This is an optimization exercise on Yosys and OpenROAD, whose aim is small area, a short achievable clock period and few clock cycles per item, not a production implementation.
In this exercise RTL edits were held to simulation tests only and were not proved equivalent to the original.
Power and IR drop assume default switching activity.

## v6
// multi_pattern_byte_scanner_unit
module multi_pattern_byte_scanner_unit (
  input  logic        clk,
  input  logic        rst,
  input  logic        in_valid,
  output logic        in_stall,
  input  logic [1:0]  cmd,
  input  logic [2:0]  pattern_slot,
  input  logic [4:0]  byte_position,
  input  logic [5:0]  length_value,
  input  logic [7:0]  data_byte,
  output logic        out_valid,
  input  logic        out_stall,
  output logic        kind,
  output logic [2:0]  which_pattern,
  output logic [31:0] match_address,
  output logic [31:0] match_count,
  output logic        last,
  input  logic        cfg_write,
  input  logic        cfg_index,
  input  logic [31:0] cfg_data
);
  logic        v1;
  logic [1:0]  c1;
  logic [2:0]  s1;
  logic [4:0]  p1;
  logic [5:0]  l1;
  logic [7:0]  d1;
  logic [31:0]             base_address;
  logic [3:0]              n;           
  logic [MAX_PATTERNS-1:0] act;         
  logic                    cfgn_flag;   
  logic [LEN_W-1:0] lengths [MAX_PATTERNS];
  logic [POS_W-1:0] ins;         
  logic [POS_W-1:0] needm1_r;    
  logic             stale;       
  logic [31:0]      seen;
  logic             seen_nz;     
  logic             r2_ok;       
  logic                    v2, f2;
  logic [MAX_PATTERNS-1:0] m2;   
  logic                    v3, f3, lastr;
  logic [MAX_PATTERNS-1:0] h3;   
  logic [31:0]             a3;
  logic [2:0]              ridx;
  logic [31:0]             counts [MAX_PATTERNS];
  logic        kv, kk, kl;
  logic [2:0]  kw;
  logic [31:0] ka, kc;
  logic [MAX_PATTERN_LEN-1:0] th [MAX_PATTERNS];
  logic [MAX_PATTERN_LEN:1]   ath;       
  logic [POS_W-1:0]           needm1_tree;
  always_comb begin
    for (int i = 0; i < MAX_PATTERNS; i++) begin
      for (int k = 1; k <= MAX_PATTERN_LEN; k++) th[i][k-1] = lengths[i] >= LEN_W'(k);
    end
    for (int k = 1; k <= MAX_PATTERN_LEN; k++) begin
      ath[k] = 1'b0;
      for (int i = 0; i < MAX_PATTERNS; i++) begin
        if (act[i] && th[i][k-1]) ath[k] = 1'b1;
      end
    end
    for (int b = 0; b < POS_W; b++) begin
      needm1_tree[b] = 1'b0;
      for (int k = (1 << b); k < 32; k += (2 << b)) begin
        if (ath[k + 1] && (k + 1 + (1 << b) > 32 || !ath[k + 1 + (1 << b)])) needm1_tree[b] = 1'b1;
      end
    end
  end
  logic misalign, rotate, emit, o_free;
  ...
clock: 14.0 ns
lec_check: 0
cap_margin: 40
core_margin: 2
core_utilization: 40
cts_cluster_diameter: 60
cts_cluster_size: 30
slew_margin: 40
standard.sh (not shown) runs the stock make flow with config.mk's settings and CLKGATE_MAP_FILE= SYNTH_SCRIPT=/design/flow/synth_recipe.tcl, a recipe that flattens the netlist after the stock synthesis.
==> flow/flow/run.sh <==
#!/bin/bash
# Standard layout, with timing repair aimed at a 4.3 ns path (14 ns period less a
# 9.7 ns setup margin) and the port buffers made of buf_2 cells. The clock period and
# constraints are the design's.
set -euo pipefail
bash standard.sh SETUP_SLACK_MARGIN=9.7 "BUFFER_PORTS_ARGS=-buffer_cell sky130_fd_sc_hd__buf_2" finish > make_finish.log 2>&1
Testbench counts of v6, summed over its fixed seeds: cycles 18,681, items 16,384.
--- input diff v6..v7 ---
diff --git a/flow/design.v b/flow/design.v
--- a/flow/design.v
+++ b/flow/design.v
@@ -151,17 +151,18 @@
   assign exec_load = v1 && c1 == CMD_LOAD_BYTE && r2_ok;
   assign exec_set  = v1 && c1 == CMD_SET_LEN && r2_ok;
   assign exec_scan = v1 && c1 == CMD_SCAN && !stale && r2_ok;
   assign exec_fin  = v1 && c1 == CMD_FINISH && r2_ok;
   assign adv1      = exec_load || exec_set || exec_scan || exec_fin;
   assign accept    = in_valid && !in_stall;
-  logic [MAX_PATTERNS-1:0] cmp, hit;
+  logic [MAX_PATTERNS-1:0] cmp, hit, hit_oh;
   logic                    any_hit;
   always_comb begin
     hit     = cmp & m2;
     any_hit = hit != '0;
+    hit_oh  = hit & ~(hit - MAX_PATTERNS'(1));
   end
   logic       v1_n, seen_nz_n, stale_n, cfgn_n, kv_n, v2_n, v3c_n, f3_n, lastr_n;
   logic [1:0] c1_n;
   logic [POS_W-1:0] ins_n, ins_m;
   logic [2:0] ridx_n;
   logic       r3_ready_n, r2_ready_n, adv1_n, misalign_n, in_stall_n;
@@ -291,37 +292,35 @@
       v3 <= 1'b0;
     end
   end
   always_ff @(posedge clk) begin
     if (v2 && r3_ready) begin
       f3 <= f2;
-      h3 <= f2 ? MAX_PATTERNS'(1) : hit;
+      h3 <= f2 ? MAX_PATTERNS'(1) : hit_oh;
       a3 <= base_address + seen + ~{{(32-POS_W){1'b0}}, needm1_r};
     end else if (emit && f3) begin
       h3 <= {h3[MAX_PATTERNS-2:0], 1'b0};
     end
   end
   logic [2:0]  sel;
   logic [31:0] cnt, inc;
-  logic [MAX_PATTERNS-1:0] h3_oh;
   always_comb begin
-    h3_oh = h3 & ~(h3 - MAX_PATTERNS'(1));
     sel = 3'd0;
     cnt = 32'd0;
     for (int i = 0; i < MAX_PATTERNS; i++) begin
-      if (h3_oh[i]) begin
+      if (h3[i]) begin
         sel = sel | 3'(i);
         cnt = cnt | counts[i];
       end
     end
   end
   assign inc = (cnt == '1) ? cnt : cnt + 32'd1;
   always_ff @(posedge clk) begin
     for (int i = 0; i < MAX_PATTERNS; i++) begin
       if (rst || (emit && f3 && lastr)) counts[i] <= 32'd0;
-      else if (emit && !f3 && h3_oh[i]) counts[i] <= inc;
+      else if (emit && !f3 && h3[i])   counts[i] <= inc;
     end
   end
   logic        rk, rl;
   logic [2:0]  rw;
   logic [31:0] ra, rc;
   assign rk = f3;
## What came out
Taking v6 as the reference, in v7 height of the chip fell by 1.3%; multi-input combinational cell area fell by 7.3%; post-route total power fell by about 5%; post-synthesis share of cell area spent on xor and xnor gates rose by 0.66 points; final cycle utilization of the critical path rose by 0.54 points.
Routed length on met2 of v7 falls short of that of v6 by a little under 10%.
Testbench counts of v7, summed over its fixed seeds: cycles 18,681, items 16,384.

what the ideal ports hide:
Ports are ideal in the flow. The routed layouts listed here were re-timed in OpenROAD. Step 1: set_driving_cell puts a clkbuf_16 on clk and a buf_2 on each other input, an assumption about the parent block. Step 2, shift: input delay + t, output delay - t, t = (earliest + latest rising clock arrival at the registers) / 2. This alone moves slack from input paths to output paths. Slacks: ideal ports / drivers / drivers and shift; pairs: ideal ports / drivers.
| run | t (ns) | slack for setup (ns) | worst setup path at the end | clock arrival spread, ns |
|---|---|---|---|---|
| v6 | 1.025 | 9.530 / 9.475 / 8.951 | input to register | 0.112 / 0.112 |
| v7 | 1.016 | 9.453 / 9.453 / 8.976 | input to register | 0.067 / 0.067 |
After both steps every run listed still meets setup and hold. The setup slack of v6, which loses most, moves by -0.055 ns with the drivers and by -0.579 ns with both steps.
